Context: an optimization exercise on an open-source flow, tuned for a short achievable clock period and few clock cycles per item. The choices shown serve that exercise and are no tape-out recipe.
In this exercise RTL edits were held to simulation tests only and were not proved equivalent to the original.
No activity file was given, so power comes from the tool's default toggle rates.

==> flow/design.v <==
module keyed_dirty_point_store_top (
  input  logic        clk,
  input  logic        rst,
  input  logic        in_valid,
  output logic        in_stall,
  input  logic [2:0]  op,
  input  logic [31:0] key,
  input  logic [3:0]  byte_count,
  input  logic [63:0] value,
  output logic        out_valid,
  input  logic        out_stall,
  output logic [1:0]  status,
  output logic [63:0] read_value,
  output logic [3:0]  read_size,
  output logic [31:0] dirty_key,
  input  logic        cfg_valid,
  output logic        cfg_ready,
  input  logic [8:0]  buffer_bytes_in_use
);
  localparam int NP  = 16;
  localparam int CAP = 4;    
  localparam int FD  = 3;    
  assign cfg_ready = 1'b1;
  logic [31:0] pkey  [NP];
  logic [3:0]  psize [NP];
  logic [7:0]  pmask [NP];
  logic [63:0] pval  [NP];
  logic [NP-1:0] vld;        
  logic [NP-1:0] dirty;
  logic [31:0] last_key;
  logic [8:0]  used;         
  logic [8:0]  lim;          
  logic [8:0]  room;         
  logic        cfg_d;
  logic        take;
  logic        s0_v;
  logic [31:0] s0_key;
  logic [3:0]  s0_cnt;
  logic [63:0] s0_val;
  logic [NP-1:0] s0_eq;      
  logic        s0_eqp;       
  logic        s0_gtl;       
  logic        s0_gtp;       
  logic        s0_dpre;      
  logic        s0_def, s0_set, s0_get, s0_clr1, s0_clra, s0_fd;
  assign take = in_valid && !in_stall;
  always_ff @(posedge clk) begin
    if (rst) s0_v <= 1'b0;
    else     s0_v <= take;
    s0_key <= key;
    s0_cnt <= byte_count;
    s0_val <= value;
    for (int j = 0; j < NP; j++) s0_eq[j] <= (key == pkey[j]);
    s0_eqp   <= (key == s0_key);
    s0_gtl   <= (key > last_key);
    s0_gtp   <= (key > s0_key);
    s0_dpre  <= take && (op == 3'd0) && (key != 32'hFFFF_FFFF)
             && (byte_count != 4'd0) && (byte_count <= 4'd8);
    s0_def   <= (op == 3'd0);
    s0_set   <= (op == 3'd1);
    s0_get   <= (op == 3'd2);
    s0_clr1  <= (op == 3'd3);
    s0_clra  <= (op == 3'd4);
    s0_fd    <= (op == 3'd5);
  end
  logic [NP-1:0] eqk;
  logic [NP-1:0] nxt;
  logic [NP-1:0] fwd;        
  logic          fwd_any;
  logic          hit;
  logic          is_def, is_set, is_get, is_clr1, is_clra, is_fd;
  logic          fits, gt, def_try, def_ok;
  always_comb begin
    for (int j = 0; j < NP; j++) begin
      eqk[j] = vld[j] && (fwd[j] ? s0_eqp : s0_eq[j]);
      nxt[j] = !vld[j] && ((j == 0) ? 1'b1 : vld[j-1]);
    end
  end
  assign hit     = |eqk;
  assign is_def  = s0_def;
  assign is_set  = s0_set;
  assign is_get  = s0_get;
  assign is_clr1 = s0_clr1;
  assign is_clra = s0_clra;
  assign is_fd   = s0_fd;
  assign fits    = (room[8:3] != 6'd0) || (s0_cnt <= {1'b0, room[2:0]});
  assign gt      = fwd_any ? s0_gtp : s0_gtl;
  assign def_try = s0_v && is_def;
  assign def_ok  = s0_dpre && !vld[NP-1] && (!vld[0] || gt) && fits;
  always_ff @(posedge clk) begin
    for (int j = 0; j < NP; j++) begin
      if (def_try && nxt[j]) begin
        pkey[j]  <= s0_key;
        psize[j] <= s0_cnt;
        for (int b = 0; b < 8; b++) pmask[j][b] <= (4'(b) < s0_cnt);
      end
    end
  end
  always_ff @(posedge clk) begin
    if (rst) begin
      vld   <= '0;
      fwd   <= '0;
      fwd_any <= 1'b0;
      used  <= '0;
      lim   <= 9'd256;
      room  <= 9'd256;
      cfg_d <= 1'b0;
    end else begin
      cfg_d <= cfg_valid;
      fwd   <= def_ok ? nxt : '0;
      fwd_any <= def_ok;
      if (cfg_valid) lim <= buffer_bytes_in_use;
      if (cfg_d) begin
        if (lim >= 9'd256)
          room <= (used >= 9'd256) ? 9'd0 : 9'd256 - used;
        else
          room <= (used >= lim) ? 9'd0 : lim - used;
      end else if (def_ok) begin
        room <= room - {5'd0, s0_cnt};
      end
      if (def_ok) begin
        vld  <= {vld[NP-2:0], 1'b1};
        used <= used + {5'd0, s0_cnt};
      end
    end
  end
  always_ff @(posedge clk) begin
    if (def_ok) last_key <= s0_key;
  end
  logic          s1_v;
  logic [NP-1:0] s1_seq, s1_geq, s1_ceq;
  logic          s1_set, s1_clra, s1_fd;
  logic [1:0]    s1_st;      
  logic [63:0]   s1_val;
  always_ff @(posedge clk) begin
    if (rst) begin
      s1_v    <= 1'b0;
      s1_seq  <= '0;
      s1_ceq  <= '0;
      s1_clra <= 1'b0;
    end else begin
      s1_v    <= s0_v;
      s1_seq  <= (s0_v && is_set)  ? eqk : '0;
      s1_ceq  <= (s0_v && is_clr1) ? eqk : '0;
      s1_clra <= s0_v && is_clra;
    end
    s1_geq <= is_get ? eqk : '0;
    s1_set <= is_set;
    s1_fd  <= is_fd;
    s1_val <= s0_val;
    if (is_def)
      s1_st <= def_ok ? 2'd0 : 2'd2;
    else if (is_set || is_get || is_clr1)
      s1_st <= hit ? 2'd0 : 2'd1;
    else
      s1_st <= 2'd0;
  end
  always_ff @(posedge clk) begin
    for (int j = 0; j < NP; j++) begin
      if (rst) begin
        pval[j] <= '0;
      end else if (s1_seq[j]) begin
        for (int b = 0; b < 8; b++)
          pval[j][8*b +: 8] <= pmask[j][b] ? s1_val[8*b +: 8] : 8'd0;
      end
    end
  end
  logic [NP-1:0] dirty_nx;
  logic [NP-1:0] fd_nx;
  logic [NP-1:0] fdoh;
  logic          anyd;
  logic [63:0]   rv;
  logic [3:0]    rs;
  logic [31:0]   dk;
  logic [1:0]    st;
  always_comb begin
    dirty_nx = s1_clra ? '0 : ((dirty | s1_seq) & ~s1_ceq);
    fd_nx = '0;
    for (int j = NP-1; j >= 0; j--) begin
      if (dirty_nx[j]) fd_nx = NP'(1) << j;
    end
  end
  always_ff @(posedge clk) begin
    if (rst) begin
      dirty <= '0;
      fdoh  <= '0;
      anyd  <= 1'b0;
    end else begin
      dirty <= dirty_nx;
      fdoh  <= fd_nx;
      anyd  <= |dirty_nx;
    end
  end
  always_comb begin
    rv = '0;
    rs = '0;
    dk = '0;
    for (int j = 0; j < NP; j++) begin
      rv = rv | (s1_geq[j] ? pval[j] : 64'd0);
      rs = rs | (s1_geq[j] ? psize[j] : 4'd0);
      dk = dk | (fdoh[j] ? pkey[j] : 32'd0);
    end
    if (!(s1_fd && anyd)) dk = 32'hFFFF_FFFF;
    st = s1_fd ? (anyd ? 2'd0 : 2'd1) : s1_st;
  end
  logic [1:0]  fq_st [FD];
  logic [63:0] fq_rv [FD];
  logic [3:0]  fq_rs [FD];
  logic [31:0] fq_dk [FD];
  logic [1:0]  fq_wp, fq_rp;
  logic [1:0]  fq_n;
  logic        out_free, fq_ne, fq_push, fq_pop;
  logic [2:0]  occ;
  logic [2:0]  occ_next;
  logic        deliver;
  assign out_free = !out_valid || !out_stall;
  assign fq_ne    = (fq_n != '0);
  assign fq_pop   = out_free && fq_ne;
  assign fq_push  = s1_v && !(out_free && !fq_ne);
  always_ff @(posedge clk) begin
    if (rst) begin
      out_valid  <= 1'b0;
      status     <= '0;
      read_value <= '0;
      read_size  <= '0;
      dirty_key  <= '0;
    end else if (out_free) begin
      out_valid <= fq_ne || s1_v;
      if (fq_ne) begin
        status     <= fq_st[fq_rp];
        read_value <= fq_rv[fq_rp];
        read_size  <= fq_rs[fq_rp];
        dirty_key  <= fq_dk[fq_rp];
      end else begin
        status     <= st;
        read_value <= rv;
        read_size  <= rs;
        dirty_key  <= dk;
      end
    end
  end
  always_ff @(posedge clk) begin
    for (int i = 0; i < FD; i++) begin
      if (s1_v && (fq_wp == 2'(i))) begin
        fq_st[i] <= st;
        fq_rv[i] <= rv;
        fq_rs[i] <= rs;
        fq_dk[i] <= dk;
      end
    end
  end
  always_ff @(posedge clk) begin
    if (rst) begin
      fq_wp <= '0;
      fq_rp <= '0;
      fq_n  <= '0;
    end else begin
      if (fq_push) fq_wp <= (fq_wp == 2'(FD-1)) ? 2'd0 : fq_wp + 2'd1;
      if (fq_pop)  fq_rp <= (fq_rp == 2'(FD-1)) ? 2'd0 : fq_rp + 2'd1;
      fq_n <= fq_n + (fq_push ? 2'd1 : 2'd0) - (fq_pop ? 2'd1 : 2'd0);
    end
  end
  assign deliver  = out_valid && !out_stall;
  assign occ_next = occ + (take ? 3'd1 : 3'd0) - (deliver ? 3'd1 : 3'd0);
  always_ff @(posedge clk) begin
    if (rst) begin
      occ      <= '0;
      in_stall <= 1'b0;
    end else begin
      occ      <= occ_next;
      in_stall <= (occ_next >= 3'(CAP));
    end
  end
endmodule
==> flow/run.sh <==
#!/bin/bash
# synth_recipe.tcl (not shown) runs the flow's synth.tcl, then flattens the netlist and writes it again
# the make line also repeats each setting of config.mk as NAME=value (left out here)
make -C /OpenROAD-flow-scripts/flow DESIGN_CONFIG=/design/flow/config.mk WORK_HOME=/design/flow/orfs CLKGATE_MAP_FILE= SYNTH_SCRIPT=/design/flow/synth_recipe.tcl finish
==> flow/config.mk <==
export PLATFORM = sky130hd
export DESIGN_NAME = keyed_dirty_point_store_top
export DESIGN_NICKNAME = keyed_dirty_point_store_top
export VERILOG_FILES = /design/flow/design.v
export SDC_FILE = /design/flow/constraint.sdc
export NUM_CORES = 4
export LEC_CHECK = 0
export ABC_CLOCK_PERIOD_IN_PS = 2000
export CAP_MARGIN = 20
export CORE_MARGIN = 2
export CORE_UTILIZATION = 55
export CTS_CLUSTER_DIAMETER = 90
export CTS_CLUSTER_SIZE = 25
export SETUP_SLACK_MARGIN = 4.6
export SLEW_MARGIN = 20
export TNS_END_PERCENT = 100
==> flow/constraint.sdc <==
create_clock -name core_clock -period 7.0 [get_ports {clk}]
set_input_delay 1.4000 -clock core_clock [delete_from_list [all_inputs] [get_ports {clk}]]
set_output_delay 1.4000 -clock core_clock [all_outputs]
set_load 0.01 [all_outputs]
==> results of run 1 <==
[layer usage]
metal  wire length [microns]  up-vias
met4                   30100       20
met3                   57700     1460
met5                     447        -
met2                  179000     6185
li1                        -    34300
met1                  157000    41100
[per-stage QoR]
| step | worst slack [ns] | cells | total power [mW] | util |
|---|---|---|---|---|
| 2_1_floorplan | 3.61 | 9624 | 17.8 | - |
| 3_3_place_gp | 2.41 | 11500 | 19.4 | 0.572 |
| 3_5_place_dp | 2.60 | 11500 | 19.5 | 0.572 |
| 4_1_cts | 4.17 | 11900 | 28.2 | 0.611 |
| 5_1_grt | 4.14 | 12000 | 29.2 | 0.616 |
| 6_report | 4.15 | 12000 | 28.5 | 0.616 |
[final cells by class]
class,instances,share of cell area
Antenna cell,11,0.000241
Multi-Input combinational cell,6073,0.345
Timing Repair Buffer,589,0.0596
Sequential cell,2499,0.532
Clock buffer,185,0.0295
Inverter,98,0.00334
Clock inverter,33,0.00305
Tap cell,2480,0.0272
[flip-flops by register name, indices dropped and copies added (netlist names), 12 cells and up]
signal,count
pval,1024
pkey,512
fq_rv,192
pmask,128
fq_dk,96
read_value,64
s0_val,64
s1_val,64
psize,48
dirty_key,32
last_key,32
s0_key,32
dirty,16
fwd,16
s0_eq,16
s1_ceq,16
s1_geq,16
s1_seq,16
vld,16
fdoh,15
fq_rs,12
[what timing repair did]
action	in CTS	in global routing
pin swaps	88	28
endpoints found under the setup margin	1410	268
resized for setup	1099	130
setup buffers	142	37
gates cloned	26	5
[placed cells by master, fill, tap and decap left out, types with 121 or more instances in the layout]
cell and n:
sky130_fd_sc_hd__a22o_1 272, sky130_fd_sc_hd__nor2_1 439, sky130_fd_sc_hd__a21oi_1 1122, sky130_fd_sc_hd__buf_6 148, sky130_fd_sc_hd__nor4_1 121, sky130_fd_sc_hd__a221oi_1 262, sky130_fd_sc_hd__a211oi_1 142, sky130_fd_sc_hd__nand3_1 1017
sky130_fd_sc_hd__clkbuf_16 129, sky130_fd_sc_hd__dfxtp_1 1305, sky130_fd_sc_hd__nand4_1 160, sky130_fd_sc_hd__a22oi_1 291, sky130_fd_sc_hd__edfxtp_1 1026, sky130_fd_sc_hd__buf_4 233, sky130_fd_sc_hd__nand2b_1 982, sky130_fd_sc_hd__xor2_1 514
[power by group through the flow]
stage / Combinational (mW) / Clock (mW) / Sequential (mW)
floorplan: 1.77 / 0 / 16.0
global placement: 3.24 / 0 / 16.2
detailed placement: 3.28 / 0 / 16.2
CTS: 3.81 / 8.41 / 15.9
global route: 4.26 / 8.92 / 16.0
finish: 4.09 / 8.42 / 16.0
[worst paths after layout]
check | slack [ns] | cells after the start | endpoint | start
worst max register to register | 4.48 | 7 | dirty_key[29]$_SDFFE_PP0P_ | fdoh[3]$_SDFF_PP0_
worst max-delay path | 4.15 | 1 | read_value[44] | read_value[44]$_SDFFE_PP0P_
worst min-delay path | 0.33 | 0 | s1_val[27]$_DFF_P_ | s0_val[27]$_DFF_P_
worst min register to register | 0.33 | 0 | s1_val[27]$_DFF_P_ | s0_val[27]$_DFF_P_
[kinds of logic after synthesis]
group,after synthesis,synth area share
buffers and inverters,1055,0.0394
AND/OR/NAND/NOR,3085,0.162
XOR/XNOR,535,0.0457
multiplexers,42,0.00430
other,1,0.0000366
adder cells (fa/ha/maj),98,0.0123
flip-flops,2499,0.588
AO/OA/AOI/OAI,2309,0.148
==> flow_summary.yaml, run 1 <==
clock_tree:
  clk-insertion-delay-late_ns: 0.86
  cts_made_buffers: 118
  clk_pin_slew_worst_paths_ns: 0.10
  tritoncts_clock_tree: "built"
  root_buffer: "sky130_fd_sc_hd__clkbuf_16"
  hold_buffers_post_cts: 0
  cts.sink_count: 2499
  htreeDepth: 3
  max_clock_buf_depth: 3
routing:
  total_wire_length_mm: 424
  drc_errors: 0
  detailedRoute.firstPassIterationCount: 10
  detail_route.vias_per_cell: 6.94
  drtAntennaViolNets: 0
  avgRoutedWirePerCell_microns: 35.4
  num_vias: 83100
  dr.first_iter.drc_count: 14000
critical_path:
  cp_data_arrival_time_ns: 1.45
  timing.critical_path.buf_inv: 1
  worstPathCellList: "buf_6"
  cp_slowest_cell: "sky130_fd_sc_hd__dfxtp_4"
  crit_type: "flop to output port"
  critical_path_s_top_delay_family: "flip-flops"
  worstSetupStartpointType: "flop"
  cp_slowest_stage_delay_ns: 0.47
  worstPathMaxFanout: 2
  crit_path_end_kind: "output port"
  crit_required_ns: 5.60
power:
  power_frac_seq: 0.561
  total_switching_power_mw: 8.00
  ir_drop_v: 0.000313
  combPwrFrac: 0.144
  p_per_area_nw_per_um2: 250
  cellLeakagePower_nw: 37.3
  p_int_mw: 20.5
  power_switching_share: 0.281
  clock_power_share: 0.296
synth:
  synthesis.yosys.warnings: 9
  netlist.area_leader.share: 0.301
  post_synth_main_area_contributors: "sky130_fd_sc_hd__edfxtp_1, sky130_fd_sc_hd__dfxtp_1, sky130_fd_sc_hd__nand2b_1"
  netlist.top_cell.by_area: "sky130_fd_sc_hd__edfxtp_1"
  syn_area_per_cell_sq_um: 10.6
  syn-num-nets: 9839
  yosys.cell_types.count: 73
  syn_area_sq_um: 102000
  ys_ff_latch: 2499
  async_flop_share: 0
  synth-edff-count: 1026
  synth.cells.most_frequent: "sky130_fd_sc_hd__dfxtp_1, sky130_fd_sc_hd__a21oi_1, sky130_fd_sc_hd__nand3_1, sky130_fd_sc_hd__edfxtp_1, sky130_fd_sc_hd__nand2b_1"
  ys.flop_type: "sky130_fd_sc_hd__dfxtp_1"
  post-synth-top-count-cell: "sky130_fd_sc_hd__dfxtp_1"
  synth_cells: 9624
  ys_seq_area_frac: 0.588
final_layout:
  multi_input_comb_area_sq_um: 39400
  seq_area_sq_um: 60700
  final_nets: 9594
  post-route-cell-area_sq_um: 114000
  syn2layout_area_growth_pct: 11.4
  final_layout_size_suffix_gt1_frac: 0.111
  fillerInstances: 15100
grt:
  wire_length_of_the_first_global_routing_pass_mm: 577
  use_met3: 0.141
  first_global_vias: 75400
  antenna_found_initial: 27
  busiest_layer: "met2"
  gr-usage-all-layers: 0.424
  grtUsageMet2: 0.616
  globalRouteMet1Util: 0.553
  grt_overflow: 0
  maximum_number_of_pins_on_one_net_before_global_route_repair: 214
sta:
  finalHoldViolCount: 0
  setup_tns_ns: 0
  unrepaired_setup_endpoints_after_global_routing: "yes"
  setup_viol: 0
  max-slew-margin-rel: 0.239
  finalCritPeriodShare: 0.406
  worstMarginPinSlew_ns: 1.14
  timing_max_transition_violations_final: 0
  max_clock_freq_mhz: 351
  period_minus_slack_ns: 2.85
  final.setup_skew_ns: 0.0381
  hold_slack_ns: 0.331
run:
  max_cap_check_violation_count: 0
floorplanning:
  core_area_sq_um: 185000
  initial_core_utilization: 0.553
  die_x_microns: 436
  floorplan.die_area_sq_um: 190000
  placement_rows: 158
  die_y_microns: 436
  pin_count: 222
run_status:
  run_status: "complete, no violations"
placement:
  gp_congestion: 1.15
  buffer_ports.inserted: 220
  place.detailed.hpwl_mm: 246
  postPlaceCellArea_sq_um: 106000
hold_path:
  worst_hold_path_type: "flop to flop"
Testbench counts, summed over its fixed seeds: cycles 4,127, items 4,103.
==> run 2, diff against run 1 <==
--- a/flow/config.mk
+++ b/flow/config.mk
@@ -8,9 +8,7 @@
 export ABC_CLOCK_PERIOD_IN_PS = 2000
 export CAP_MARGIN = 20
 export CORE_MARGIN = 2
-export CORE_UTILIZATION = 55
-export CTS_CLUSTER_DIAMETER = 90
-export CTS_CLUSTER_SIZE = 25
+export CORE_UTILIZATION = 50
 export SETUP_SLACK_MARGIN = 4.6
 export SLEW_MARGIN = 20
 export TNS_END_PERCENT = 100
==> run 2 against run 1 <==
Compared with the run above:
- sequential power about the same
- wire length rose by 1.0%
- register-to-register slack improved by 0.07 ns
- via count is essentially flat
- area after synthesis stayed put
- global-route usage is 3.0 points lower
- critical endpoint is now read_value[27]
- combinational power up 1%
- hold slack worse by 0.021 ns
- sequential cell count stayed put
- sequential share of layout area fell by 2.9 points
==> flow_summary.yaml, run 2 <==
critical_path:
  cp_slowest_cell: "sky130_fd_sc_hd__dfxtp_4"
  cp_slowest_stage_delay_ns: 0.42
  critical_path_s_top_delay_family: "flip-flops"
  crit_path_end_kind: "output port"
  worstPathCellList: "buf_6"
  crit_required_ns: 5.60
  regToRegSetupSlack_ns: 4.55
  timing.critical_path.buf_inv: 1
  r2r-start: "s1_geq[11]$_SDFF_PN0_"
  worstPathMaxFanout: 2
  timing.critical_path.from: "read_value[27]$_SDFFE_PP0P_"
  crit_type: "flop to output port"
  cp_data_arrival_time_ns: 1.48
  worstSetupStartpointType: "flop"
placement:
  buffer_ports.inserted: 220
  dp_worst_setup_slack_ns: 2.74
  gp_congestion: 1.06
  place.detailed.hpwl_mm: 245
sta:
  worstMarginPinSlew_ns: 1.18
  finalHoldViolCount: 0
  setup_tns_ns: 0
  setup_viol: 0
  unrepaired_setup_endpoints_after_global_routing: "yes"
  period_minus_slack_ns: 2.88
  max-slew-margin-rel: 0.205
  final.setup.worst_slack_ns: 4.12
  final.setup_skew_ns: 0.0641
  timing_max_transition_violations_final: 0
  max_clock_freq_mhz: 347
  finalCritPeriodShare: 0.411
grt:
  use_met3: 0.109
  busiest_layer: "met2"
  wire_length_of_the_first_global_routing_pass_mm: 588
  grt_overflow: 0
  antenna_found_initial: 22
  first_global_vias: 77000
  maximum_number_of_pins_on_one_net_before_global_route_repair: 208
  grtUsageMet2: 0.587
  globalRouteMet1Util: 0.500
  gr-usage-all-layers: 0.394
power:
  finalPower_mw: 35.0
  p_per_area_nw_per_um2: 290
  ir_drop_v: 0.000324
  cellLeakagePower_nw: 40.2
synth:
  post_synth_main_area_contributors: "sky130_fd_sc_hd__edfxtp_1, sky130_fd_sc_hd__dfxtp_1, sky130_fd_sc_hd__nand2b_1"
  async_flop_share: 0
  syn_area_per_cell_sq_um: 10.6
  ys_ff_latch: 2499
  synth_cells: 9624
  synth-edff-count: 1026
  yosys.cell_types.count: 73
  netlist.top_cell.by_area: "sky130_fd_sc_hd__edfxtp_1"
  syn_area_sq_um: 102000
  synthesis.yosys.warnings: 9
  ys.flop_type: "sky130_fd_sc_hd__dfxtp_1"
  ys_seq_area_frac: 0.588
  post-synth-top-count-cell: "sky130_fd_sc_hd__dfxtp_1"
  netlist.area_leader.share: 0.301
  syn-num-nets: 9839
  synth.cells.most_frequent: "sky130_fd_sc_hd__dfxtp_1, sky130_fd_sc_hd__a21oi_1, sky130_fd_sc_hd__nand3_1, sky130_fd_sc_hd__edfxtp_1, sky130_fd_sc_hd__nand2b_1"
routing:
  num_vias: 83000
  dr.first_iter.drc_count: 13000
  drtAntennaViolNets: 0
  detailedRoute.firstPassIterationCount: 9
  avgRoutedWirePerCell_microns: 34.3
  detail_route.vias_per_cell: 6.65
  total_wire_length_mm: 428
  drc_errors: 0
final_layout:
  final_layout_size_suffix_gt1_frac: 0.138
  final_nets: 9790
  largest-register: "pval"
  largest_register_ffs: 1024
  most_common_cell_after_layout_fill_and_taps_aside: "sky130_fd_sc_hd__dfxtp_1"
  top_regs: "pval: 1024 flops, pkey: 512 flops, fq_rv: 192 flops"
  final_util: 0.591
  seq_area_sq_um: 60600
  multi_input_comb_area_sq_um: 39700
  fillerInstances: 16700
  final_cell_mix: "sky130_fd_sc_hd__dfxtp_1, sky130_fd_sc_hd__a21oi_1, sky130_fd_sc_hd__edfxtp_1, sky130_fd_sc_hd__nand3_1, sky130_fd_sc_hd__nand2b_1"
  syn2layout_area_growth_pct: 17.7
hold_path:
  holdCritStartpoint: "s0_fd$_DFF_P_"
  worst_hold_path_type: "flop to flop"
floorplanning:
  floorplan.die_area_sq_um: 209000
  pin_count: 222
  initial_core_utilization: 0.502
  core_area_sq_um: 204000
  placement_rows: 166
  die_y_microns: 457
  die_x_microns: 457
run:
  max_cap_check_violation_count: 0
clock_tree:
  clk_pin_slew_worst_paths_ns: 0.06
  root_buffer: "sky130_fd_sc_hd__clkbuf_16"
  clk-insertion-delay-late_ns: 0.94
  cts.sink_count: 2499
  tritoncts_clock_tree: "built"
  max_clock_buf_depth: 4
  htreeDepth: 5
  cts_made_buffers: 284
run_status:
  run_status: "complete, no violations"
run 2: power breakdown:
| group | total [mW] | internal (mW) | switching (mW) |
|---|---|---|---|
| clock | 14.9 | 8.87 | 6.04 |
| combinational | 4.13 | 1.55 | 2.58 |
| sequential | 15.9 | 15.5 | 0.414 |
| total | 35.0 | 25.9 | 9.03 |
run 2: timing repair:
item	CTS	global route
buffers inserted	139	64
hold buffers	0	0
cloned	30	3
pin swaps	95	52
resized for setup	1140	137
setup endpoints to repair	1480	510
run 2: cells by family (layout without fill, tap and decap cells):
group / after synthesis / in the layout / share of synthesized area
mux: 42 / 42 / 0.00430
simple gates: 3085 / 3086 / 0.162
other cells: 1 / 7 / 0.0000366
compound gates: 2309 / 2309 / 0.148
flops: 2499 / 2499 / 0.588
xor+xnor: 535 / 535 / 0.0457
fa+ha+maj: 98 / 98 / 0.0123
buf+inv: 1055 / 1212 / 0.0394
run 2: area by class of cell:
type / instances / share of cell area
well taps: 2688 / 0.0279
inverters: 98 / 0.00320
clock inverters: 83 / 0.00766
repair buffers: 621 / 0.0608
diodes: 6 / 0.000124
flip-flops and latches: 2499 / 0.503
multi-input cells: 6071 / 0.329
clock buffers: 410 / 0.0684
run 2: layer usage:
metal  vias up  share of wire
li1      34900              -
met1     41000           0.37
met2      5658           0.43
met3      1442           0.12
met4        24          0.078
met5         -        0.00077
run 2: path summary, 6_finish.rpt:
check / end / cells after the start
min: s1_fd$_DFF_P_ / 0
max: read_value[27] / 1
min reg2reg: s1_fd$_DFF_P_ / 0
max reg2reg: read_value[54]$_SDFFE_PP0P_ / 6
run 2: through the flow:
stage               instance area (sq um)  hold slack (ns)  instances
floorplan                          103000            0.310       9624
global placement                   106000            0.310      11700
detailed placement                 106000            0.312      11700
CTS                                119000            0.313      12400
global route                       121000            0.329      12500
finish                             121000            0.310      12500
==> run 3, diff against run 2 <==
--- a/flow/config.mk
+++ b/flow/config.mk
@@ -8,7 +8,10 @@
 export ABC_CLOCK_PERIOD_IN_PS = 2000
 export CAP_MARGIN = 20
 export CORE_MARGIN = 2
-export CORE_UTILIZATION = 50
+export CORE_UTILIZATION = 65
+export CTS_CLUSTER_DIAMETER = 90
+export CTS_CLUSTER_SIZE = 25
+export PLACE_DENSITY = 0.72
 export SETUP_SLACK_MARGIN = 4.6
 export SLEW_MARGIN = 20
 export TNS_END_PERCENT = 100
==> run 3 against run 2 <==
Compared with the run above:
- count of clock-buffer cells in the layout fell by 224
- wire length down 6.4%
- clock power decreased by 48%
- still clean
- synthesized cell count unchanged
- non-clock buffer count fell by 12
- clock skew decreased by 0.028 ns
- global-route usage is 8.1 points higher
- design area decreased by 5.7%
- critical path type unchanged
- critical path depth unchanged
==> flow_summary.yaml, run 3 <==
routing:
  drtAntennaViolNets: 0
  total_wire_length_mm: 400
  avgRoutedWirePerCell_microns: 34.6
  dr.first_iter.drc_count: 16000
  detailedRoute.firstPassIterationCount: 13
  detail_route.vias_per_cell: 7.33
  num_vias: 84700
  drc_errors: 0
final_layout:
  final_cell_mix: "sky130_fd_sc_hd__dfxtp_1, sky130_fd_sc_hd__a21oi_1, sky130_fd_sc_hd__edfxtp_1, sky130_fd_sc_hd__nand3_1, sky130_fd_sc_hd__nand2b_1"
  top_regs: "pval: 1024 flops, pkey: 512 flops, fq_rv: 192 flops"
  layout.cells.non_filler: 11600
  syn2layout_area_growth_pct: 11.0
  final_layout_size_suffix_gt1_frac: 0.113
  final_util: 0.727
  largest-register: "pval"
  final_nets: 9608
  largest_register_ffs: 1024
  most_common_cell_after_layout_fill_and_taps_aside: "sky130_fd_sc_hd__dfxtp_1"
run_status:
  run_status: "complete, no violations"
power:
  finalPower_mw: 27.8
  cellLeakagePower_nw: 37.2
  p_per_area_nw_per_um2: 244
  ir_drop_v: 0.000252
synth:
  synth_cells: 9624
  synth.cells.most_frequent: "sky130_fd_sc_hd__dfxtp_1, sky130_fd_sc_hd__a21oi_1, sky130_fd_sc_hd__nand3_1, sky130_fd_sc_hd__edfxtp_1, sky130_fd_sc_hd__nand2b_1"
  ys_ff_latch: 2499
  post-synth-top-count-cell: "sky130_fd_sc_hd__dfxtp_1"
  netlist.area_leader.share: 0.301
  async_flop_share: 0
  ys.flop_type: "sky130_fd_sc_hd__dfxtp_1"
  ys_seq_area_frac: 0.588
  yosys.cell_types.count: 73
  syn_area_per_cell_sq_um: 10.6
  netlist.top_cell.by_area: "sky130_fd_sc_hd__edfxtp_1"
  synth-edff-count: 1026
  post_synth_main_area_contributors: "sky130_fd_sc_hd__edfxtp_1, sky130_fd_sc_hd__dfxtp_1, sky130_fd_sc_hd__nand2b_1"
  synthesis.yosys.warnings: 9
  syn-num-nets: 9839
  syn_area_sq_um: 102000
sta:
  hold_slack_ns: 0.321
  setup_tns_ns: 0
  final.setup_skew_ns: 0.0358
  unrepaired_setup_endpoints_after_global_routing: "yes"
  max-slew-margin-rel: 0.209
  period_minus_slack_ns: 2.72
  setup_viol: 0
  finalHoldViolCount: 0
  timing_max_transition_violations_final: 0
  max_clock_freq_mhz: 368
  finalCritPeriodShare: 0.389
  worstMarginPinSlew_ns: 1.18
run:
  max_cap_check_violation_count: 0
placement:
  place.detailed.hpwl_mm: 227
  gp_congestion: 1.15
  dpl.cell_count: 11100
  buffer_ports.inserted: 220
critical_path:
  crit_required_ns: 5.60
  worstPathMaxFanout: 2
  worstSetupStartpointType: "flop"
  r2r-start: "anyd$_SDFF_PP0_"
  timing.critical_path.buf_inv: 1
  cp_slowest_stage_delay_ns: 0.41
  worstPathCellList: "buf_6"
  crit_path_end_kind: "output port"
  cp_slowest_cell: "sky130_fd_sc_hd__dfxtp_4"
  critical_path_s_top_delay_family: "flip-flops"
  timing.critical_path.from: "read_value[36]$_SDFFE_PP0P_"
  crit_type: "flop to output port"
  cp_data_arrival_time_ns: 1.32
clock_tree:
  tritoncts_clock_tree: "built"
  htreeDepth: 3
  max_clock_buf_depth: 3
  cts_made_buffers: 111
  clk-insertion-delay-late_ns: 0.81
  hold_buffers_post_cts: 0
  root_buffer: "sky130_fd_sc_hd__clkbuf_16"
  cts.sink_count: 2499
  clk_pin_slew_worst_paths_ns: 0.10
grt:
  wire_length_of_the_first_global_routing_pass_mm: 552
  gr-usage-all-layers: 0.475
  first_global_vias: 76900
  maximum_number_of_pins_on_one_net_before_global_route_repair: 140
  grt_overflow: 0
  antenna_found_initial: 32
floorplanning:
  pin_count: 222
  die_y_microns: 401
  floorplan.die_area_sq_um: 161000
  core_area_sq_um: 156000
  initial_core_utilization: 0.655
  placement_rows: 145
  die_x_microns: 401
hold_path:
  worst_hold_path_type: "flop to flop"
  holdCritStartpoint: "s0_val[35]$_DFF_P_"
[run 3: cell counts after synthesis]
Identical to the previous run, type by type.
[run 3: cell type report]
type                       instances  area (sq um)
clock buffer                     186          3090
antenna                           31          77.6
clock inverter                    12           151
sequential                      2499         60700
fill                           11000         42600
inverter                          98           389
tap                             2058          2570
multi-input combinational       6074         39800
timing repair buffer             609          7050
[run 3: through the flow]
step | instance area, sq um | setup WS (ns)
after floorplan | 103000 | 3.61
after global placement | 105000 | 2.25
after detailed placement | 105000 | 2.71
after CTS | 112000 | 4.25
after global routing | 114000 | 4.25
final | 114000 | 4.28
[run 3: what timing repair did]
action / in CTS / in global routing
gates resized for setup: 1077 / 164
setup endpoints to repair: 1249 / 688
setup buffers: 122 / 76
pin swaps: 65 / 55
gates cloned: 35 / 6
[run 3: path summary, 6_finish.rpt]
path	endpoint	slack (ns)	depth (start not counted)
setup / recovery	read_value[36]	4.28	1
setup reg to reg	dirty_key[28]$_SDFFE_PP0P_	4.39	5
hold / removal	s1_val[35]$_DFF_P_	0.32	0
hold reg to reg	s1_val[35]$_DFF_P_	0.32	0
[run 3: power by group]
| part | switching (mW) | internal, mW | total (mW) | leakage (nW) |
|---|---|---|---|---|
| registers | 0.441 | 15.5 | 15.9 | 21.3 |
| logic | 2.50 | 1.57 | 4.07 | 14.4 |
| clock network | 4.64 | 3.11 | 7.76 | 1.55 |
[run 3: cells by family (layout without fill, tap and decap cells)]
kind of cell	Yosys count	in the layout	share of synthesized area
simple gates	3085	3088	0.162
flops	2499	2499	0.588
compound gates	2309	2310	0.148
buf+inv	1055	905	0.0394
xor+xnor	535	535	0.0457
fa+ha+maj	98	98	0.0123
mux	42	42	0.00430
other cells	1	32	0.0000366
[run 3: layer usage]
metal	GRT usage	vias up	wire [microns]
li1	-	34400	-
met1	0.605	40800	137000
met2	0.668	7661	163000
met3	0.208	1866	68500
met4	0.273	32	30400
met5	0.0282	-	987
==> run 4, diff against run 3 <==
--- a/flow/config.mk
+++ b/flow/config.mk
@@ -8,10 +8,10 @@
 export ABC_CLOCK_PERIOD_IN_PS = 2000
 export CAP_MARGIN = 20
 export CORE_MARGIN = 2
-export CORE_UTILIZATION = 65
+export CORE_UTILIZATION = 60
 export CTS_CLUSTER_DIAMETER = 90
 export CTS_CLUSTER_SIZE = 25
-export PLACE_DENSITY = 0.72
+export PLACE_DENSITY = 0.65
 export SETUP_SLACK_MARGIN = 4.6
 export SLEW_MARGIN = 20
 export TNS_END_PERCENT = 100
==> run 4 against run 3 <==
Compared with the run above:
- still clean on timing, DRC and antenna
- sequential share of layout area decreased by 0.32 points
- critical path depth did not move
- non-clock buffer count is 6 higher
- critical endpoint is now read_value[37]
- largest power group unchanged
==> flow_summary.yaml, run 4 <==
clock_tree:
  cts.sink_count: 2499
  clk-insertion-delay-late_ns: 0.82
  max_clock_buf_depth: 3
  htreeDepth: 3
  cts_made_buffers: 115
  root_buffer: "sky130_fd_sc_hd__clkbuf_16"
  clk_pin_slew_worst_paths_ns: 0.10
  tritoncts_clock_tree: "built"
  hold_buffers_post_cts: 0
final_layout:
  top_regs: "pval: 1024 flops, pkey: 512 flops, fq_rv: 192 flops"
  largest-register: "pval"
  multi_input_comb_area_sq_um: 39800
  most_common_cell_after_layout_fill_and_taps_aside: "sky130_fd_sc_hd__dfxtp_1"
  largest_register_ffs: 1024
  final_util: 0.675
  fillerInstances: 12800
  seq_area_sq_um: 60700
  final_layout_size_suffix_gt1_frac: 0.114
  syn2layout_area_growth_pct: 11.7
  final_cell_mix: "sky130_fd_sc_hd__dfxtp_1, sky130_fd_sc_hd__a21oi_1, sky130_fd_sc_hd__edfxtp_1, sky130_fd_sc_hd__nand3_1, sky130_fd_sc_hd__nand2b_1"
  final_nets: 9615
synth:
  synth_cells: 9624
  netlist.area_leader.share: 0.301
  netlist.top_cell.by_area: "sky130_fd_sc_hd__edfxtp_1"
  async_flop_share: 0
  synth.cells.most_frequent: "sky130_fd_sc_hd__dfxtp_1, sky130_fd_sc_hd__a21oi_1, sky130_fd_sc_hd__nand3_1, sky130_fd_sc_hd__edfxtp_1, sky130_fd_sc_hd__nand2b_1"
  syn-num-nets: 9839
  synthesis.yosys.warnings: 9
  syn_area_per_cell_sq_um: 10.6
  synth-edff-count: 1026
  ys.flop_type: "sky130_fd_sc_hd__dfxtp_1"
  post-synth-top-count-cell: "sky130_fd_sc_hd__dfxtp_1"
  ys_seq_area_frac: 0.588
  syn_area_sq_um: 102000
  ys_ff_latch: 2499
  yosys.cell_types.count: 73
  post_synth_main_area_contributors: "sky130_fd_sc_hd__edfxtp_1, sky130_fd_sc_hd__dfxtp_1, sky130_fd_sc_hd__nand2b_1"
placement:
  buffer_ports.inserted: 220
  gp_congestion: 1.12
  place.detailed.hpwl_mm: 239
run:
  max_cap_check_violation_count: 0
grt:
  wire_length_of_the_first_global_routing_pass_mm: 569
  maximum_number_of_pins_on_one_net_before_global_route_repair: 212
  grt_overflow: 0
  gr-usage-all-layers: 0.455
  antenna_found_initial: 24
  first_global_vias: 76200
critical_path:
  cp_data_arrival_time_ns: 1.37
  timing.critical_path.buf_inv: 1
  cp_slowest_cell: "sky130_fd_sc_hd__dfxtp_4"
  worstPathMaxFanout: 2
  crit_type: "flop to output port"
  crit_required_ns: 5.60
  endpoint_of_the_most_critical_register_to_register_path: "dirty_key[30]$_SDFFE_PP0P_"
  crit_path_end_kind: "output port"
  regToRegSetupSlack_ns: 4.42
  r2r_cells: 7
  r2r-start: "fdoh[5]$_SDFF_PP0_"
  cp_slowest_stage_delay_ns: 0.44
  worstPathCellList: "buf_6"
  worstSetupStartpointType: "flop"
  critical_path_s_top_delay_family: "flip-flops"
sta:
  worstMarginPinSlew_ns: 1.21
  timing_max_transition_violations_final: 0
  final.setup_skew_ns: 0.0425
  finalCritPeriodShare: 0.396
  finalHoldViolCount: 0
  unrepaired_setup_endpoints_after_global_routing: "yes"
  period_minus_slack_ns: 2.77
  setup_viol: 0
  max_clock_freq_mhz: 361
  setup_tns_ns: 0
  max-slew-margin-rel: 0.191
  hold_slack_ns: 0.328
floorplanning:
  floorplan.die_area_sq_um: 174000
  die_x_microns: 417
  initial_core_utilization: 0.605
  pin_count: 222
  die_y_microns: 417
  core_area_sq_um: 169000
  placement_rows: 151
hold_path:
  whs_path_depth: 0
  worst_hold_path_type: "flop to flop"
  holdCritStartpoint: "s0_fd$_DFF_P_"
  whs_endpoint: "s1_fd$_DFF_P_"
routing:
  drc_errors: 0
  detailedRoute.firstPassIterationCount: 10
  detail_route.vias_per_cell: 7.13
  drtAntennaViolNets: 0
  total_wire_length_mm: 414
  dr.first_iter.drc_count: 15500
  num_vias: 83600
  avgRoutedWirePerCell_microns: 35.3
power:
  ir_drop_v: 0.000265
  p_per_area_nw_per_um2: 250
  cellLeakagePower_nw: 37.4
run_status:
  run_status: "complete, no violations"
==> run 4: cell count changes in the layout (fill, tap and decap cells not counted), sizes merged, moves of 4 or more <==
cell           delta
buf               +8
clkbuf            -4
clkdlybuf4s15     +4
clkinvlp          +6
diode            -13
==> run 4: through the flow <==
step | setup WS [ns] | instances | area, sq um | total power, mW
6_report | 4.23 | 11700 | 114000 | 28.6
5_1_grt | 4.22 | 11700 | 114000 | 29.2
4_1_cts | 4.21 | 11600 | 113000 | 28.1
3_5_place_dp | 2.71 | 11300 | 106000 | 19.5
3_3_place_gp | 2.67 | 11300 | 106000 | 19.4
2_1_floorplan | 3.61 | 9624 | 103000 | 17.8
==> run 4: worst max path at each step <==
stage | slack (ns) | cells after the start | startpoint | end
2_1_floorplan | 3.61 | 1 | s1_v$_SDFF_PP0_ | fq_dk[0][0]$_DFFE_PP_
3_3_place_gp | 2.67 | 8 | key[17] | s0_gtl$_DFF_P_
3_5_place_dp | 2.71 | 9 | key[15] | s0_gtp$_DFF_P_
4_1_cts | 4.21 | 1 | read_value[36]$_SDFFE_PP0P_ | read_value[36]
5_1_grt | 4.22 | 1 | read_value[36]$_SDFFE_PP0P_ | read_value[36]
6_report | 4.23 | 1 | read_value[37]$_SDFFE_PP0P_ | read_value[37]
==> run 4: repair_timing <==
action	4_1_cts	5_1_grt
setup buffers	129	71
resized for setup	1133	176
pin swaps	64	63
setup endpoints to repair	1137	660
gates cloned	31	2
==> run 4: cell families after synthesis <==
family,Yosys count,synth area share
multiplexers,42,0.00430
other,1,0.0000366
XOR/XNOR,535,0.0457
buffers and inverters,1055,0.0394
AO/OA/AOI/OAI,2309,0.148
AND/OR/NAND/NOR,3085,0.162
adder cells (fa/ha/maj),98,0.0123
flip-flops,2499,0.588
==> run 4: layer usage <==
| metal | global-route usage | vias up | wire, microns |
|---|---|---|---|
| li1 | - | 34300 | - |
| met1 | 0.598 | 41100 | 147000 |
| met2 | 0.646 | 6778 | 172000 |
| met3 | 0.170 | 1428 | 65600 |
| met4 | 0.258 | 24 | 28300 |
| met5 | 0 | - | 491 |
==> run 4: area by class of cell <==
cell class,instances,share of cell area
Clock buffer,185,0.0283
Timing Repair Buffer,615,0.0628
Tap cell,2218,0.0242
Multi-Input combinational cell,6071,0.348
Clock inverter,23,0.00284
Sequential cell,2499,0.530
Antenna cell,18,0.000394
Inverter,98,0.00352
==> run 4: power by group <==
part / leakage (nW) / total [mW] / switching, mW / internal, mW
registers: 21.3 / 16.0 / 0.462 / 15.5
logic: 14.4 / 4.39 / 2.74 / 1.64
clock network: 1.70 / 8.25 / 4.82 / 3.43
==> run 5, diff against run 4 <==
--- a/flow/config.mk
+++ b/flow/config.mk
@@ -8,10 +8,10 @@
 export ABC_CLOCK_PERIOD_IN_PS = 2000
 export CAP_MARGIN = 20
 export CORE_MARGIN = 2
-export CORE_UTILIZATION = 60
+export CORE_UTILIZATION = 62
 export CTS_CLUSTER_DIAMETER = 90
 export CTS_CLUSTER_SIZE = 25
-export PLACE_DENSITY = 0.65
+export PLACE_DENSITY = 0.7
 export SETUP_SLACK_MARGIN = 4.6
 export SLEW_MARGIN = 20
 export TNS_END_PERCENT = 100
==> run 5 against run 4 <==
Compared with the run above:
- now fails the layout checks on max-capacitance violations, max-slew violations
- global-route usage shrank 0.16 points
- highest routed layer unchanged
- sequential share of layout area grew 0.084 points
- first-iteration DRC count is 1.1% higher
- clock skew up 0.0042 ns
- core utilization up 1.9 points
- fmax grew 2.7%
- die area down 3.2%
- critical path depth unchanged
==> flow_summary.yaml, run 5 <==
synth:
  netlist.top_cell.by_area: "sky130_fd_sc_hd__edfxtp_1"
  ys_ff_latch: 2499
  synth-adder-area-share: 0.0123
  async_flop_share: 0
  post-synth-top-count-cell: "sky130_fd_sc_hd__dfxtp_1"
  syn-num-nets: 9839
  post_synth_xor_area_fraction: 0.0457
  synth-edff-count: 1026
  syn_area_per_cell_sq_um: 10.6
  compound_cell_area_share_of_the_yosys_netlist: 0.148
  synth_cells: 9624
  syn_area_sq_um: 102000
  synthesis.yosys.warnings: 9
  synth.mux.area_fraction: 0.00430
  netlist.area_leader.share: 0.301
  yosys.cell_types.count: 73
  ys_seq_area_frac: 0.588
  post_synth_main_area_contributors: "sky130_fd_sc_hd__edfxtp_1, sky130_fd_sc_hd__dfxtp_1, sky130_fd_sc_hd__nand2b_1"
  synth.cells.most_frequent: "sky130_fd_sc_hd__dfxtp_1, sky130_fd_sc_hd__a21oi_1, sky130_fd_sc_hd__nand3_1, sky130_fd_sc_hd__edfxtp_1, sky130_fd_sc_hd__nand2b_1"
  ys.flop_type: "sky130_fd_sc_hd__dfxtp_1"
  yosys.area_share.simple: 0.162
  dominant_combinational_cell_family_by_area_after_synthesis: "simple AND/OR/NAND/NOR gates"
power:
  clock_power_share: 0.284
  p_per_area_nw_per_um2: 245
  p_int_mw: 20.3
  power_frac_seq: 0.568
  total_switching_power_mw: 7.70
  power_switching_share: 0.275
  ir_drop_v: 0.000285
  combPwrFrac: 0.148
  cellLeakagePower_nw: 37.4
grt:
  antenna_found_initial: 42
  gr-usage-all-layers: 0.454
  first_global_vias: 76500
  maximum_number_of_pins_on_one_net_before_global_route_repair: 171
  wire_length_of_the_first_global_routing_pass_mm: 553
  grt_overflow: 0
critical_path:
  r2r-start: "fdoh[5]$_SDFF_PP0_"
  crit_required_ns: 5.60
  crit_type: "flop to output port"
  cp_data_arrival_time_ns: 1.30
  critical_path_s_top_delay_family: "flip-flops"
  worstSetupStartpointType: "flop"
  timing.critical_path.buf_inv: 1
  cp_slowest_cell: "sky130_fd_sc_hd__dfxtp_4"
  crit_path_end_kind: "output port"
  timing.critical_path.from: "read_value[4]$_SDFFE_PP0P_"
  worstPathMaxFanout: 2
  regToRegSetupSlack_ns: 4.47
  worstPathCellList: "buf_6"
  cp_slowest_stage_delay_ns: 0.40
sta:
  setup_tns_ns: 0
  setup_viol: 0
  final.setup_skew_ns: 0.0467
  finalCritPeriodShare: 0.386
  unrepaired_setup_endpoints_after_global_routing: "yes"
  timing_max_transition_violations_final: 51
  finalHoldViolCount: 0
  max-slew-margin-rel: -0.0196
  worstMarginPinSlew_ns: 1.53
  max_clock_freq_mhz: 370
  period_minus_slack_ns: 2.70
placement:
  postPlaceCellArea_sq_um: 105000
  dpl.cell_count: 11200
  buffer_ports.inserted: 220
  gp_congestion: 1.16
  place.detailed.hpwl_mm: 226
clock_tree:
  clk-insertion-delay-late_ns: 0.82
  htreeDepth: 3
  root_buffer: "sky130_fd_sc_hd__clkbuf_16"
  max_clock_buf_depth: 3
  clk_pin_slew_worst_paths_ns: 0.10
  cts_made_buffers: 112
  tritoncts_clock_tree: "built"
  cts.sink_count: 2499
final_layout:
  syn2layout_area_growth_pct: 11.5
  layout.cells.non_filler: 11700
  final_util: 0.694
  largest_register_ffs: 1024
  most_common_cell_after_layout_fill_and_taps_aside: "sky130_fd_sc_hd__dfxtp_1"
  post-route-cell-area_sq_um: 114000
  fillerInstances: 12100
  largest-register: "pval"
  final_layout_size_suffix_gt1_frac: 0.114
  top_regs: "pval: 1024 flops, pkey: 512 flops, fq_rv: 192 flops"
  final_nets: 9619
  final_cell_mix: "sky130_fd_sc_hd__dfxtp_1, sky130_fd_sc_hd__a21oi_1, sky130_fd_sc_hd__edfxtp_1, sky130_fd_sc_hd__nand3_1, sky130_fd_sc_hd__nand2b_1"
run:
  max_cap_check_violation_count: 2
routing:
  total_wire_length_mm: 400
  drtAntennaViolNets: 0
  num_vias: 84000
  dr.first_iter.drc_count: 15600
  avgRoutedWirePerCell_microns: 34.1
  drc_errors: 0
  detailedRoute.firstPassIterationCount: 12
  detail_route.vias_per_cell: 7.17
floorplanning:
  die_x_microns: 411
  placement_rows: 149
  initial_core_utilization: 0.623
  pin_count: 222
  floorplan.die_area_sq_um: 169000
  die_y_microns: 411
  core_area_sq_um: 165000
run_status:
  violations: "max-capacitance violations, max-slew violations"
  run_status: "finished with violations"
hold_path:
  holdCritStartpoint: "s0_val[17]$_DFF_P_"
  worst_hold_path_type: "flop to flop"
## run 5: cell count changes in the layout (fill, tap and decap cells not counted), moves of 7 or more
| cell | previous run | this run |
|---|---|---|
| sky130_fd_sc_hd__dfxtp_4 | 62 | 50 |
| sky130_fd_sc_hd__clkbuf_1 | 63 | 70 |
| sky130_fd_sc_hd__dfxtp_2 | 104 | 120 |
| sky130_fd_sc_hd__a211oi_1 | 143 | 131 |
| sky130_fd_sc_hd__a211oi_2 | 16 | 25 |
| sky130_fd_sc_hd__buf_8 | 20 | 11 |
## run 5: worst paths after layout
kind | endpoint | cells after the start
max | read_value[4] | 1
min | s1_val[17]$_DFF_P_ | 0
max reg2reg | dirty_key[25]$_SDFFE_PP0P_ | 7
min reg2reg | s1_val[17]$_DFF_P_ | 0
## run 5: metrics by stage
stage               hold WS (ns)  setup slack [ns]  total power [mW]
floorplan                  0.310              3.61              17.8
global placement           0.310              2.77              19.2
detailed placement         0.312              2.85              19.3
CTS                        0.335              4.28              27.6
global route               0.339              4.27              28.6
finish                     0.333              4.30              28.0
## run 5: cells by family after synthesis
group                    after synthesis
multiplexers                          42
AND/OR/NAND/NOR                     3085
other                                  1
AO/OA/AOI/OAI                       2309
XOR/XNOR                             535
adder cells (fa/ha/maj)               98
buffers and inverters               1055
flip-flops                          2499
## run 5: final cells by class
type                    instances  area [sq um]  area share
diodes                         24          60.1    0.000526
clock buffers                 190          3240      0.0284
clock inverters                11           108    0.000942
inverters                      98           392     0.00343
multi-input cells            6074         39800       0.349
flip-flops and latches       2499         60600       0.531
well taps                    2189          2740      0.0240
repair buffers                619          7230      0.0633
## run 5: per-layer routing
layer  vias up  part of all wire  GRT usage  wire length, microns
met2      6974              0.41      0.632                163000
met3      1661              0.16      0.186                 64600
met4        46             0.071      0.255                 28300
li1      34400                 -          -                     -
met5         -            0.0017    0.00763                   695
met1     40900              0.36      0.597                143000
## run 5: power groups by stage
| stage | registers [mW] | clock network, mW | logic, mW |
|---|---|---|---|
| after CTS | 15.9 | 7.88 | 3.81 |
| after global placement | 16.1 | 0 | 3.14 |
| after detailed placement | 16.1 | 0 | 3.18 |
| final | 15.9 | 7.93 | 4.14 |
| after global routing | 15.9 | 8.36 | 4.31 |
| after floorplan | 16.0 | 0 | 1.77 |
## run 5: what timing repair did
item / in CTS / in global routing
gates resized for setup: 1086 / 177
hold buffers: 0 / 0
buffers inserted: 130 / 85
pin swaps: 73 / 48
cloned: 31 / 8
setup endpoints to repair: 1307 / 753
==> run 6, diff against run 5 <==
--- a/flow/design.v
+++ b/flow/design.v
@@ -19,7 +19,7 @@
 );
   localparam int NP  = 16;
   localparam int CAP = 4;    
-  localparam int FD  = 3;    
+  localparam int FD  = 4;    
   assign cfg_ready = 1'b1;
   logic [31:0] pkey  [NP];
   logic [3:0]  psize [NP];
@@ -207,35 +207,44 @@
   logic [63:0] fq_rv [FD];
   logic [3:0]  fq_rs [FD];
   logic [31:0] fq_dk [FD];
-  logic [1:0]  fq_wp, fq_rp;
-  logic [1:0]  fq_n;
-  logic        out_free, fq_ne, fq_push, fq_pop;
+  logic [1:0]  fq_wp, fq_rp, fq_rp1;
+  logic [2:0]  fq_n;
+  logic        fq_e0, fq_e1;     
   logic [2:0]  occ;
   logic [2:0]  occ_next;
   logic        deliver;
-  assign out_free = !out_valid || !out_stall;
-  assign fq_ne    = (fq_n != '0);
-  assign fq_pop   = out_free && fq_ne;
-  assign fq_push  = s1_v && !(out_free && !fq_ne);
-  always_ff @(posedge clk) begin
-    if (rst) begin
-      out_valid  <= 1'b0;
-      status     <= '0;
-      read_value <= '0;
-      read_size  <= '0;
-      dirty_key  <= '0;
-    end else if (out_free) begin
-      out_valid <= fq_ne || s1_v;
-      if (fq_ne) begin
+  assign fq_e0   = (fq_n == 3'd0);
+  assign fq_e1   = (fq_n == 3'd1);
+  assign fq_rp1  = fq_rp + 2'd1;
+  always_ff @(posedge clk) begin
+    if (rst) begin
+      out_valid <= 1'b0;
+    end else begin
+      out_valid <= !(fq_e0 && !s1_v) && !(fq_e1 && deliver && !s1_v);
+    end
+    if (deliver) begin
+      if (fq_e1) begin
+        status     <= st;
+        read_value <= rv;
+        read_size  <= rs;
+        dirty_key  <= dk;
+      end else begin
+        status     <= fq_st[fq_rp1];
+        read_value <= fq_rv[fq_rp1];
+        read_size  <= fq_rs[fq_rp1];
+        dirty_key  <= fq_dk[fq_rp1];
+      end
+    end else begin
+      if (fq_e0) begin
+        status     <= st;
+        read_value <= rv;
+        read_size  <= rs;
+        dirty_key  <= dk;
+      end else begin
         status     <= fq_st[fq_rp];
         read_value <= fq_rv[fq_rp];
         read_size  <= fq_rs[fq_rp];
         dirty_key  <= fq_dk[fq_rp];
-      end else begin
-        status     <= st;
-        read_value <= rv;
-        read_size  <= rs;
-        dirty_key  <= dk;
       end
     end
   end
@@ -255,9 +264,9 @@
       fq_rp <= '0;
       fq_n  <= '0;
     end else begin
-      if (fq_push) fq_wp <= (fq_wp == 2'(FD-1)) ? 2'd0 : fq_wp + 2'd1;
-      if (fq_pop)  fq_rp <= (fq_rp == 2'(FD-1)) ? 2'd0 : fq_rp + 2'd1;
-      fq_n <= fq_n + (fq_push ? 2'd1 : 2'd0) - (fq_pop ? 2'd1 : 2'd0);
+      if (s1_v)    fq_wp <= fq_wp + 2'd1;
+      if (deliver) fq_rp <= fq_rp + 2'd1;
+      fq_n <= fq_n + (s1_v ? 3'd1 : 3'd0) - (deliver ? 3'd1 : 3'd0);
     end
   end
   assign deliver  = out_valid && !out_stall;
--- a/flow/config.mk
+++ b/flow/config.mk
@@ -8,10 +8,10 @@
 export ABC_CLOCK_PERIOD_IN_PS = 2000
 export CAP_MARGIN = 20
 export CORE_MARGIN = 2
-export CORE_UTILIZATION = 62
+export CORE_UTILIZATION = 60
 export CTS_CLUSTER_DIAMETER = 90
 export CTS_CLUSTER_SIZE = 25
-export PLACE_DENSITY = 0.7
+export PLACE_DENSITY = 0.65
 export SETUP_SLACK_MARGIN = 4.6
 export SLEW_MARGIN = 20
 export TNS_END_PERCENT = 100
==> run 6 against run 5 <==
Compared with the run above:
- now clean on timing, DRC and antenna
- setup slack got worse by 0.084 ns
- sequential cell count is 103 higher
- hold slack better by 0.00078 ns
- largest power group unchanged
==> flow_summary.yaml, run 6 <==
sta:
  max-slew-margin-rel: 0.163
  finalHoldViolCount: 0
  setup_tns_ns: 0
  unrepaired_setup_endpoints_after_global_routing: "yes"
  setup_viol: 0
  max_clock_freq_mhz: 359
  period_minus_slack_ns: 2.78
  timing_max_transition_violations_final: 0
  worstMarginPinSlew_ns: 1.26
  finalCritPeriodShare: 0.398
  final.setup_skew_ns: 0.0313
run:
  max_cap_check_violation_count: 0
clock_tree:
  hold_buffers_post_cts: 0
  cts_made_buffers: 118
  clk-insertion-delay-late_ns: 0.87
  cts.sink_count: 2602
  max_clock_buf_depth: 3
  root_buffer: "sky130_fd_sc_hd__clkbuf_16"
  clk_pin_slew_worst_paths_ns: 0.10
  htreeDepth: 3
  tritoncts_clock_tree: "built"
critical_path:
  worstSetupStartpointType: "flop"
  critical_path_s_top_delay_family: "flip-flops"
  crit_required_ns: 5.60
  crit_path_end_kind: "output port"
  cp_slowest_cell: "sky130_fd_sc_hd__dfxtp_4"
  cp_slowest_stage_delay_ns: 0.42
  cp_data_arrival_time_ns: 1.38
  timing.critical_path.buf_inv: 1
  crit_type: "flop to output port"
  worstPathCellList: "buf_6"
  worstPathMaxFanout: 1
synth:
  async_flop_share: 0
  post-synth-top-count-cell: "sky130_fd_sc_hd__dfxtp_1"
  syn-num-nets: 10400
  yosys.cell_types.count: 64
  synth-edff-count: 1128
  netlist.top_cell.by_area: "sky130_fd_sc_hd__edfxtp_1"
  synthesis.yosys.warnings: 9
  netlist.area_leader.share: 0.311
  ys_seq_area_frac: 0.583
  synth_cells: 10100
  syn_area_per_cell_sq_um: 10.7
  post_synth_main_area_contributors: "sky130_fd_sc_hd__edfxtp_1, sky130_fd_sc_hd__dfxtp_1, sky130_fd_sc_hd__nand2b_1"
  ys.flop_type: "sky130_fd_sc_hd__dfxtp_1"
  synth.cells.most_frequent: "sky130_fd_sc_hd__dfxtp_1, sky130_fd_sc_hd__a21oi_1, sky130_fd_sc_hd__edfxtp_1, sky130_fd_sc_hd__nand3_1, sky130_fd_sc_hd__nand2b_1"
  ys_ff_latch: 2602
  syn_area_sq_um: 109000
grt:
  gr-usage-all-layers: 0.454
  grt_overflow: 0
  maximum_number_of_pins_on_one_net_before_global_route_repair: 226
  wire_length_of_the_first_global_routing_pass_mm: 603
  antenna_found_initial: 31
  first_global_vias: 81700
final_layout:
  final_nets: 9999
  fillerInstances: 13600
  final_cell_mix: "sky130_fd_sc_hd__dfxtp_1, sky130_fd_sc_hd__a21oi_1, sky130_fd_sc_hd__edfxtp_1, sky130_fd_sc_hd__nand3_1, sky130_fd_sc_hd__nand2b_1"
  most_common_cell_after_layout_fill_and_taps_aside: "sky130_fd_sc_hd__dfxtp_1"
  largest-register: "pval"
  final_layout_size_suffix_gt1_frac: 0.100
  syn2layout_area_growth_pct: 10.3
  top_regs: "pval: 1024 flops, pkey: 512 flops, fq_rv: 256 flops"
  largest_register_ffs: 1024
floorplanning:
  core_area_sq_um: 181000
  pin_count: 222
  floorplan.die_area_sq_um: 185000
  die_y_microns: 430
  die_x_microns: 430
  initial_core_utilization: 0.603
  placement_rows: 156
routing:
  drtAntennaViolNets: 0
  num_vias: 89600
  total_wire_length_mm: 445
  detailedRoute.firstPassIterationCount: 10
  drc_errors: 0
  dr.first_iter.drc_count: 18100
  avgRoutedWirePerCell_microns: 36.4
  detail_route.vias_per_cell: 7.32
placement:
  place.detailed.hpwl_mm: 248
  gp_congestion: 1.07
  buffer_ports.inserted: 220
run_status:
  run_status: "complete, no violations"
power:
  cellLeakagePower_nw: 39.8
  finalPower_mw: 29.0
  ir_drop_v: 0.000218
  p_per_area_nw_per_um2: 242
hold_path:
  worst_hold_path_type: "flop to flop"
run 6: cell types whose count changed after synthesis, moves of 70 or more:
cell                       previous run  this run
sky130_fd_sc_hd__a222oi_1            32       236
sky130_fd_sc_hd__a211oi_1           179         7
sky130_fd_sc_hd__nand2_1             91       206
sky130_fd_sc_hd__a22oi_1            294       192
sky130_fd_sc_hd__edfxtp_1          1026      1128
sky130_fd_sc_hd__o211a_1              0       101
sky130_fd_sc_hd__o221ai_1             2       100
sky130_fd_sc_hd__inv_1               95       188
sky130_fd_sc_hd__clkbuf_1           793       874
sky130_fd_sc_hd__nor3_1              90        20
run 6: cells by family (layout without fill, tap and decap cells):
family / after synthesis / in the layout / share of synthesized area
AND/OR/NAND/NOR: 3060 / 3067 / 0.152
flip-flops: 2602 / 2602 / 0.583
AO/OA/AOI/OAI: 2590 / 2591 / 0.165
buffers and inverters: 1216 / 930 / 0.0423
XOR/XNOR: 542 / 542 / 0.0436
adder cells (fa/ha/maj): 105 / 105 / 0.0124
multiplexers: 30 / 30 / 0.00294
other: 1 / 15 / 0.0000345
run 6: report_power, final:
group,switching [mW],internal [mW]
registers,0.559,16.3
clock network,5.03,3.37
logic,2.16,1.59
run 6: layout make-up:
cell class                 count  area (sq um)  area share
timing repair buffer         524          6600      0.0550
clock buffer                 187          3270      0.0273
timing repair inverter         4          35.0    0.000292
antenna                       14          35.0    0.000292
inverter                     191           779     0.00649
clock inverter                24           320     0.00267
sequential                  2602         63800       0.531
tap                         2370          2970      0.0247
multi-input combinational   6336         42300       0.352
run 6: final timing paths:
path                                            start                      to  slack (ns)  depth (start not counted)
worst min register to register     s0_val[11]$_DFF_P_      s1_val[11]$_DFF_P_        0.33                          0
worst min-delay path               s0_val[11]$_DFF_P_      s1_val[11]$_DFF_P_        0.33                          0
worst max-delay path            read_value[6]$_DFF_P_           read_value[6]        4.22                          1
worst max register to register     fdoh[1]$_SDFF_PP0_  fq_dk[1][18]$_DFFE_PP_        4.34                          5
run 6: timing repair:
action / 4_1_cts / 5_1_grt
hold endpoints to repair: 0 / 0
setup buffers: 56 / 65
gates resized for setup: 1018 / 210
cloned: 30 / 14
setup endpoints to repair: 1758 / 603
pin swaps: 39 / 54
run 6: metrics by stage:
stage / cells / hold WS (ns) / cell area, sq um / util / setup WS [ns]
2_1_floorplan: 10100 / 0.310 / 110000 / - / 3.81
3_3_place_gp: 11900 / 0.310 / 112000 / 0.620 / 2.56
3_5_place_dp: 11900 / 0.312 / 112000 / 0.620 / 2.71
4_1_cts: 12200 / 0.335 / 118000 / 0.655 / 4.19
5_1_grt: 12200 / 0.339 / 120000 / 0.665 / 4.20
6_report: 12300 / 0.334 / 120000 / 0.665 / 4.22
run 6: routing by layer:
layer  global-route usage  part of all wire  up-vias
met5                    0           0.00034        -
met4                0.296             0.081       24
met3                0.150              0.16     1625
met2                0.643              0.41     7745
met1                0.595              0.35    43800
li1                     -                 -    36500
Testbench counts of run 6, summed over its fixed seeds: cycles 4,127, items 4,103.

==> re-timing with driven ports <==
How much do the figures lean on ideal ports? The routed layouts below were timed once more, with nothing changed but the port constraints.
Step 1 sets driving cells, clkbuf_16 on the clock port and buf_2 on the other inputs (assumed; they add their load-dependent delay and slew).
Step 2 times the ports against the registers' clock, not the clock port: input delays grow and output delays shrink by t, the midpoint of the rising clock arrivals with the driver on.
a / b / c = ideal ports / drivers / drivers and shift; a / b = the first two.
run | t, ns | slack for setup (ns) | hold slack, ns | worst setup path after step 2 | pins driven straight from the clock port
run 1 | 0.936 | 4.155 / 4.059 / 3.606 | 0.331 / 0.331 / 0.331 | input to register | 1
run 2 | 1.002 | 4.121 / 4.030 / 3.564 | 0.310 / 0.310 / 0.310 | input to register | 1
run 3 | 0.876 | 4.280 / 4.193 / 3.584 | 0.321 / 0.321 / 0.321 | input to register | 1
run 4 | 0.890 | 4.228 / 4.137 / 3.625 | 0.328 / 0.328 / 0.328 | input to register | 1
run 5 | 0.881 | 4.300 / 4.217 / 3.628 | 0.333 / 0.333 / 0.333 | input to register | 1
run 6 | 0.943 | 4.216 / 4.122 / 3.621 | 0.334 / 0.334 / 0.334 | input to register | 1
The setup slack of run 3, which loses most, moves by -0.087 ns with the drivers and by -0.696 ns with both steps.
